From an optimization exercise on the open Yosys and OpenROAD flow, aimed at small area; shortcuts taken in it are not production practice. The RTL was checked by simulation tests, not by an equivalence proof against the original design. The flow treats the clock pin as an ideal source, which a real chip does not have. Power is estimated from default activity; no workload was simulated.

==> inputs of trial 70 <==
Design segCore, start of the top module:
module segCore (
  input  logic      clk_i,
  input  logic      arstN_i,
  input  segPkg::pixel_t    bdThY_i,
  input  segPkg::pixel_t    bdThU_i,
  input  segPkg::pixel_t    bdThV_i,
  input  segPkg::weight_t   bgTh_i,
  input  logic      update_i,
  input  segPkg::weight_t   buildStep_i,
  input  segPkg::pixel_t    curY_i,
  input  segPkg::pixel_t    curU_i,
  input  segPkg::pixel_t    curV_i,
  input  segPkg::layerVec_t bgLayerY_i,
  input  segPkg::layerVec_t bgLayerU_i,
  input  segPkg::layerVec_t bgLayerV_i,
  input  segPkg::layerVec_t bgLayerW_i,
  output segPkg::layerVec_t newLayerY_o,
  output segPkg::layerVec_t newLayerU_o,
  output segPkg::layerVec_t newLayerV_o,
  output segPkg::layerVec_t newLayerW_o,
  output logic      mask_o
);
==> module bgWeightUpdate, before the edit <==
module bgWeightUpdate (
  input  logic              update_i,
  input  logic [3:0]        winner_i,
  input  logic              noMatch_i,
  input  segPkg::weight_t   buildStep_i,
  input  segPkg::layerVec_t weight_i,
  output segPkg::layerVec_t weight_o
);
  segPkg::weight_t ww;     
  segPkg::weight_t wNew;   
  segPkg::layerVec_t dec;  
  always_comb begin
    ww = '0;
    for (int i = 0; i < 4; i++) begin
      ww = ww | (weight_i[i*8 +: 8] & {8{winner_i[i]}});
    end
  end
  always_comb begin
    logic [8:0] s;
    logic c;
    c = 1'b0;
    for (int k = 0; k < 8; k++) begin
      s[k] = ww[k] ^ buildStep_i[k] ^ c;
      c    = (ww[k] & buildStep_i[k]) | (ww[k] & c) | (buildStep_i[k] & c);
    end
    s[8] = c;
    wNew = (s[8] | (&s[7:0])) ? ww : s[7:0];
  end
  always_comb begin
    for (int i = 0; i < 4; i++) begin
      logic [7:0] w;
      logic z;
      w = weight_i[i*8 +: 8];
      z = 1'b1;
      for (int k = 0; k < 8; k++) begin
        dec[i*8 + k] = w[k] ^ (z & (|w));
        z = z & ~w[k];
      end
    end
  end
  always_comb begin
    for (int i = 0; i < 4; i++) begin
      if (!update_i) begin
        weight_o[i*8 +: 8] = weight_i[i*8 +: 8];
      end else if (winner_i[i]) begin
        weight_o[i*8 +: 8] = wNew;
      end else begin
        weight_o[i*8 +: 8] = dec[i*8 +: 8];
      end
    end
    if (update_i & noMatch_i) weight_o[7:0] = '0;
  end
endmodule
clock: 10.0 ns
lec_check: 0
abc_area: 1
cap_margin: 20
core_margin: 2
core_utilization: 40
slew_margin: 20
run.sh (not shown) runs the stock make flow with config.mk's settings and CLKGATE_MAP_FILE= SYNTH_SCRIPT=/design/flow/synth_recipe.tcl, a recipe that flattens the netlist after the stock synthesis.
==> inputs of trial 69, as changes to trial 70 <==
--- a/flow/design.v
+++ b/flow/design.v
@@ -130,42 +130,27 @@
 );
-  segPkg::weight_t ww;     
-  segPkg::weight_t wNew;   
-  segPkg::layerVec_t dec;  
+  logic [7:0] ww, dW;
   always_comb begin
     ww = '0;
-    for (int i = 0; i < 4; i++) begin
-      ww = ww | (weight_i[i*8 +: 8] & {8{winner_i[i]}});
-    end
-  end
-  always_comb begin
-    logic [8:0] s;
-    logic c;
-    c = 1'b0;
-    for (int k = 0; k < 8; k++) begin
-      s[k] = ww[k] ^ buildStep_i[k] ^ c;
-      c    = (ww[k] & buildStep_i[k]) | (ww[k] & c) | (buildStep_i[k] & c);
-    end
-    s[8] = c;
-    wNew = (s[8] | (&s[7:0])) ? ww : s[7:0];
-  end
-  always_comb begin
-    for (int i = 0; i < 4; i++) begin
-      logic [7:0] w;
-      logic z;
+    for (int i = 0; i < 4; i++) ww = ww | (weight_i[i*8 +: 8] & {8{winner_i[i]}});
+  end
+  always_comb begin
+    logic c, g;
+    c = 1'b0; g = 1'b1;
+    for (int k = 0; k < 8; k++) begin
+      dW[k] = buildStep_i[k] ^ c;
+      c = (ww[k] & buildStep_i[k]) | (ww[k] & c) | (buildStep_i[k] & c);
+      g = (ww[k] & buildStep_i[k]) | (ww[k] & g) | (buildStep_i[k] & g);
+    end
+    dW = dW & {8{~g}};
+  end
+  always_comb begin
+    for (int i = 0; i < 4; i++) begin
+      logic [7:0] w; logic z, a, b;
       w = weight_i[i*8 +: 8];
+      a = update_i & ~winner_i[i] & (|w);
+      b = update_i & winner_i[i];
       z = 1'b1;
       for (int k = 0; k < 8; k++) begin
-        dec[i*8 + k] = w[k] ^ (z & (|w));
+        weight_o[i*8 + k] = w[k] ^ ((a & z) | (b & dW[k]));
         z = z & ~w[k];
-      end
-    end
-  end
-  always_comb begin
-    for (int i = 0; i < 4; i++) begin
-      if (!update_i) begin
-        weight_o[i*8 +: 8] = weight_i[i*8 +: 8];
-      end else if (winner_i[i]) begin
-        weight_o[i*8 +: 8] = wNew;
-      end else begin
-        weight_o[i*8 +: 8] = dec[i*8 +: 8];
       end
==> flow/flow/run.sh (new file) <==
#!/bin/bash
# Layout flow: the standard ORFS flow with
#  - synthesis: the standard script, without the full-adder extraction and
#    with an area-oriented ABC script (registers untouched),
#  - port buffers of the smallest buffer cell,
#  - a clock tree of small clock buffers, without dummy loads,
#  - the largest buffers kept out of the layout's repairs.
set -euo pipefail
export MY_WORK=$PWD
export MY_ABC_SCRIPT=$PWD/flow/abc.script
bash standard.sh SYNTH_SCRIPT=$PWD/flow/my_synth.tcl ADDER_MAP_FILE= synth > synth.log 2>&1
DU="sky130_fd_sc_hd__probe_p_8 sky130_fd_sc_hd__probec_p_8 sky130_fd_sc_hd__lpflow_bleeder_1 sky130_fd_sc_hd__lpflow_clkbufkapwr_1 sky130_fd_sc_hd__lpflow_clkbufkapwr_16 sky130_fd_sc_hd__lpflow_clkbufkapwr_2 sky130_fd_sc_hd__lpflow_clkbufkapwr_4 sky130_fd_sc_hd__lpflow_clkbufkapwr_8 sky130_fd_sc_hd__lpflow_clkinvkapwr_1 sky130_fd_sc_hd__lpflow_clkinvkapwr_16 sky130_fd_sc_hd__lpflow_clkinvkapwr_2 sky130_fd_sc_hd__lpflow_clkinvkapwr_4 sky130_fd_sc_hd__lpflow_clkinvkapwr_8 sky130_fd_sc_hd__lpflow_decapkapwr_12 sky130_fd_sc_hd__lpflow_decapkapwr_3 sky130_fd_sc_hd__lpflow_decapkapwr_4 sky130_fd_sc_hd__lpflow_decapkapwr_6 sky130_fd_sc_hd__lpflow_decapkapwr_8 sky130_fd_sc_hd__lpflow_inputiso0n_1 sky130_fd_sc_hd__lpflow_inputiso0p_1 sky130_fd_sc_hd__lpflow_inputiso1n_1 sky130_fd_sc_hd__lpflow_inputiso1p_1 sky130_fd_sc_hd__lpflow_inputisolatch_1 sky130_fd_sc_hd__lpflow_isobufsrc_1 sky130_fd_sc_hd__lpflow_isobufsrc_16 sky130_fd_sc_hd__lpflow_isobufsrc_2 sky130_fd_sc_hd__lpflow_isobufsrc_4 sky130_fd_sc_hd__lpflow_isobufsrc_8 sky130_fd_sc_hd__lpflow_isobufsrckapwr_16 sky130_fd_sc_hd__lpflow_lsbuf_lh_hl_isowell_tap_1 sky130_fd_sc_hd__lpflow_lsbuf_lh_hl_isowell_tap_2 sky130_fd_sc_hd__lpflow_lsbuf_lh_hl_isowell_tap_4 sky130_fd_sc_hd__lpflow_lsbuf_lh_isowell_4 sky130_fd_sc_hd__lpflow_lsbuf_lh_isowell_tap_1 sky130_fd_sc_hd__lpflow_lsbuf_lh_isowell_tap_2 sky130_fd_sc_hd__lpflow_lsbuf_lh_isowell_tap_4"
DU="$DU $(cat flow/dont_use.txt)"
bash standard.sh \
  "DONT_USE_CELLS=$DU" \
  "BUFFER_PORTS_ARGS=-buffer_cell sky130_fd_sc_hd__buf_1" \
  "POST_CTS_TCL=$PWD/flow/post_cts.tcl" \
  "CTS_ARGS=$(cat flow/cts_args.txt)" \
  finish > layout.log 2>&1
==> flow/flow/abc.script (new file) <==
strash
&get -n
&deepsyn -T 30
&nf -R 1000
&put
==> flow/flow/cts_args.txt (new file) <==
-sink_clustering_enable -repair_clock_nets -dont_use_dummy_load -buf_list sky130_fd_sc_hd__clkbuf_4 -root_buf sky130_fd_sc_hd__clkbuf_8 -sink_buffer_max_cap_derate 0.6
==> flow/flow/dont_use.txt (new file) <==
sky130_fd_sc_hd__buf_8 sky130_fd_sc_hd__buf_12 sky130_fd_sc_hd__buf_16 sky130_fd_sc_hd__clkbuf_16
==> flow/flow/my_synth.tcl (new file) <==
# The standard synthesis (synth_recipe.tcl), with only the combinational
# mapping script given to ABC replaced by flow/abc.script.
proc abc {args} {
  set i [lsearch -exact $args -script]
  if {$i >= 0} {
    lset args [expr {$i + 1}] $::env(MY_ABC_SCRIPT)
  }
  yosys abc {*}$args
}
source $::env(MY_WORK)/synth_recipe.tcl
==> flow/flow/post_cts.tcl (new file) <==
estimate_parasitics -placement
set upsized 0
foreach buf [get_cells clkbuf*] {
  if {[get_property $buf ref_name] != "sky130_fd_sc_hd__clkbuf_4"} { continue }
  set out [get_pins -of_objects $buf -filter "direction==output"]
  set worst 0
  foreach pin [get_pins -of_objects [get_nets -of_objects $out] -filter "direction==input"] {
    foreach prop {slew_max_rise slew_max_fall} {
      set s [get_property $pin $prop]
      if {$s > $worst} { set worst $s }
    }
  }
  if {$worst > 0.100} {
    puts "post_cts: [get_full_name $buf] sink slew $worst, now clkbuf_8"
    replace_cell $buf sky130_fd_sc_hd__clkbuf_8
    incr upsized
  }
}
puts "post_cts: upsized $upsized clock buffers"
if {$upsized > 0} {
  detailed_placement
  check_placement -verbose
}
==> flow/standard.sh (new file) <==
#!/bin/bash
# synth_recipe.tcl (not shown) runs the flow's synth.tcl, then flattens the netlist and writes it again
# the make line also repeats each setting of config.mk as NAME=value (left out here)
make -C /OpenROAD-flow-scripts/flow DESIGN_CONFIG=/design/flow/config.mk WORK_HOME=/design/flow/orfs CLKGATE_MAP_FILE= SYNTH_SCRIPT=/design/flow/synth_recipe.tcl "${@:-finish}"
--- a/flow/config.mk
+++ b/flow/config.mk
@@ -10,3 +10,6 @@
 export CORE_MARGIN = 2
-export CORE_UTILIZATION = 40
+export CORE_UTILIZATION = 60
+export GPL_ROUTABILITY_DRIVEN = 0
+export GPL_TIMING_DRIVEN = 0
+export PLACE_DENSITY = 0.75
 export SLEW_MARGIN = 20
removed: flow/run.sh
==> inputs of build 49, as changes to trial 70 <==
--- a/flow/design.v
+++ b/flow/design.v
@@ -130,42 +130,27 @@
 );
-  segPkg::weight_t ww;     
-  segPkg::weight_t wNew;   
-  segPkg::layerVec_t dec;  
+  logic [7:0] ww, dW;
   always_comb begin
     ww = '0;
-    for (int i = 0; i < 4; i++) begin
-      ww = ww | (weight_i[i*8 +: 8] & {8{winner_i[i]}});
-    end
-  end
-  always_comb begin
-    logic [8:0] s;
-    logic c;
-    c = 1'b0;
-    for (int k = 0; k < 8; k++) begin
-      s[k] = ww[k] ^ buildStep_i[k] ^ c;
-      c    = (ww[k] & buildStep_i[k]) | (ww[k] & c) | (buildStep_i[k] & c);
-    end
-    s[8] = c;
-    wNew = (s[8] | (&s[7:0])) ? ww : s[7:0];
-  end
-  always_comb begin
-    for (int i = 0; i < 4; i++) begin
-      logic [7:0] w;
-      logic z;
+    for (int i = 0; i < 4; i++) ww = ww | (weight_i[i*8 +: 8] & {8{winner_i[i]}});
+  end
+  always_comb begin
+    logic c, g;
+    c = 1'b0; g = 1'b1;
+    for (int k = 0; k < 8; k++) begin
+      dW[k] = buildStep_i[k] ^ c;
+      c = (ww[k] & buildStep_i[k]) | (ww[k] & c) | (buildStep_i[k] & c);
+      g = (ww[k] & buildStep_i[k]) | (ww[k] & g) | (buildStep_i[k] & g);
+    end
+    dW = dW & {8{~g}};
+  end
+  always_comb begin
+    for (int i = 0; i < 4; i++) begin
+      logic [7:0] w; logic z, a, b;
       w = weight_i[i*8 +: 8];
+      a = update_i & ~winner_i[i] & (|w);
+      b = update_i & winner_i[i];
       z = 1'b1;
       for (int k = 0; k < 8; k++) begin
-        dec[i*8 + k] = w[k] ^ (z & (|w));
+        weight_o[i*8 + k] = w[k] ^ ((a & z) | (b & dW[k]));
         z = z & ~w[k];
-      end
-    end
-  end
-  always_comb begin
-    for (int i = 0; i < 4; i++) begin
-      if (!update_i) begin
-        weight_o[i*8 +: 8] = weight_i[i*8 +: 8];
-      end else if (winner_i[i]) begin
-        weight_o[i*8 +: 8] = wNew;
-      end else begin
-        weight_o[i*8 +: 8] = dec[i*8 +: 8];
       end
==> flow/flow/run.sh (new file) <==
#!/bin/bash
# Layout flow: the standard ORFS flow with
#  - synthesis: the standard script, without the full-adder extraction and
#    with an area-oriented ABC script (registers untouched),
#  - port buffers of the smallest buffer cell,
#  - a clock tree of small clock buffers, without dummy loads.
set -euo pipefail
export MY_WORK=$PWD
export MY_ABC_SCRIPT=$PWD/flow/abc.script
bash standard.sh SYNTH_SCRIPT=$PWD/flow/my_synth.tcl ADDER_MAP_FILE= synth > synth.log 2>&1
bash standard.sh \
  "BUFFER_PORTS_ARGS=-buffer_cell sky130_fd_sc_hd__buf_1" \
  "CTS_ARGS=-sink_clustering_enable -repair_clock_nets -dont_use_dummy_load -buf_list sky130_fd_sc_hd__clkbuf_8" \
  finish > layout.log 2>&1
==> flow/flow/abc.script (new file) <==
strash
balance
rewrite
refactor
balance
rewrite
rewrite -z
balance
refactor -z
rewrite -z
balance
dch
amap
==> flow/flow/my_synth.tcl (new file) <==
# The standard synthesis (synth_recipe.tcl), with only the combinational
# mapping script given to ABC replaced by flow/abc.script.
proc abc {args} {
  set i [lsearch -exact $args -script]
  if {$i >= 0} {
    lset args [expr {$i + 1}] $::env(MY_ABC_SCRIPT)
  }
  yosys abc {*}$args
}
source $::env(MY_WORK)/synth_recipe.tcl
==> flow/standard.sh (new file) <==
#!/bin/bash
# synth_recipe.tcl (not shown) runs the flow's synth.tcl, then flattens the netlist and writes it again
# the make line also repeats each setting of config.mk as NAME=value (left out here)
make -C /OpenROAD-flow-scripts/flow DESIGN_CONFIG=/design/flow/config.mk WORK_HOME=/design/flow/orfs CLKGATE_MAP_FILE= SYNTH_SCRIPT=/design/flow/synth_recipe.tcl "${@:-finish}"
--- a/flow/config.mk
+++ b/flow/config.mk
@@ -8,5 +8,7 @@
 export ABC_AREA = 1
-export CAP_MARGIN = 20
+export CAP_MARGIN = 0
 export CORE_MARGIN = 2
-export CORE_UTILIZATION = 40
-export SLEW_MARGIN = 20
+export CORE_UTILIZATION = 65
+export GPL_TIMING_DRIVEN = 0
+export PLACE_DENSITY = 0.75
+export SLEW_MARGIN = 0
removed: flow/run.sh
==> notes <==
- The lowest clock power belongs to trial 69, the highest to trial 70.
- Area after synthesis, lowest first: trial 69, build 49, trial 70.
- In build 49 the first-iteration DRC count is larger than in trial 70, by about 110%.
- Fmax, highest first: trial 69, build 49, trial 70.
- Sequential share of layout area: trial 70 < build 49 < trial 69.
- Build 49 finished but fails on max-capacitance violations, max-slew violations. Trial 69 produced a clean layout. Trial 70 finished with timing, DRC and antenna clean.
- Final cell count: trial 69 < build 49 < trial 70.

what the ideal ports hide:
The flow's constraints put no driver on any port. The routed layouts listed below were extracted and timed again, unchanged, in two steps.
Step 1 assumes that a clkbuf_16 drives the clock port and a buf_2 every other input.
Step 2, shift: input delay + t, output delay - t, t = (earliest + latest rising clock arrival at the registers) / 2. This alone moves slack from input paths to output paths.
Three values: no drivers, after step 1, after step 2; two values: the first two.
| run | shift t [ns] | setup slack, ns | worst setup path at the end | pins driven straight from the clock port |
|---|---|---|---|---|
| trial 70 | 0.493 | 0.234 / 0.259 / -0.234 | input to register | 1 |
| trial 69 | 0.495 | 0.440 / 0.449 / -0.046 | input to register | 1 |
| build 49 | 0.499 | 0.408 / 0.424 / -0.076 | input to register | 1 |
For trial 69, which loses most, drivers alone change the setup slack by +0.009 ns; drivers and shift together by -0.486 ns.
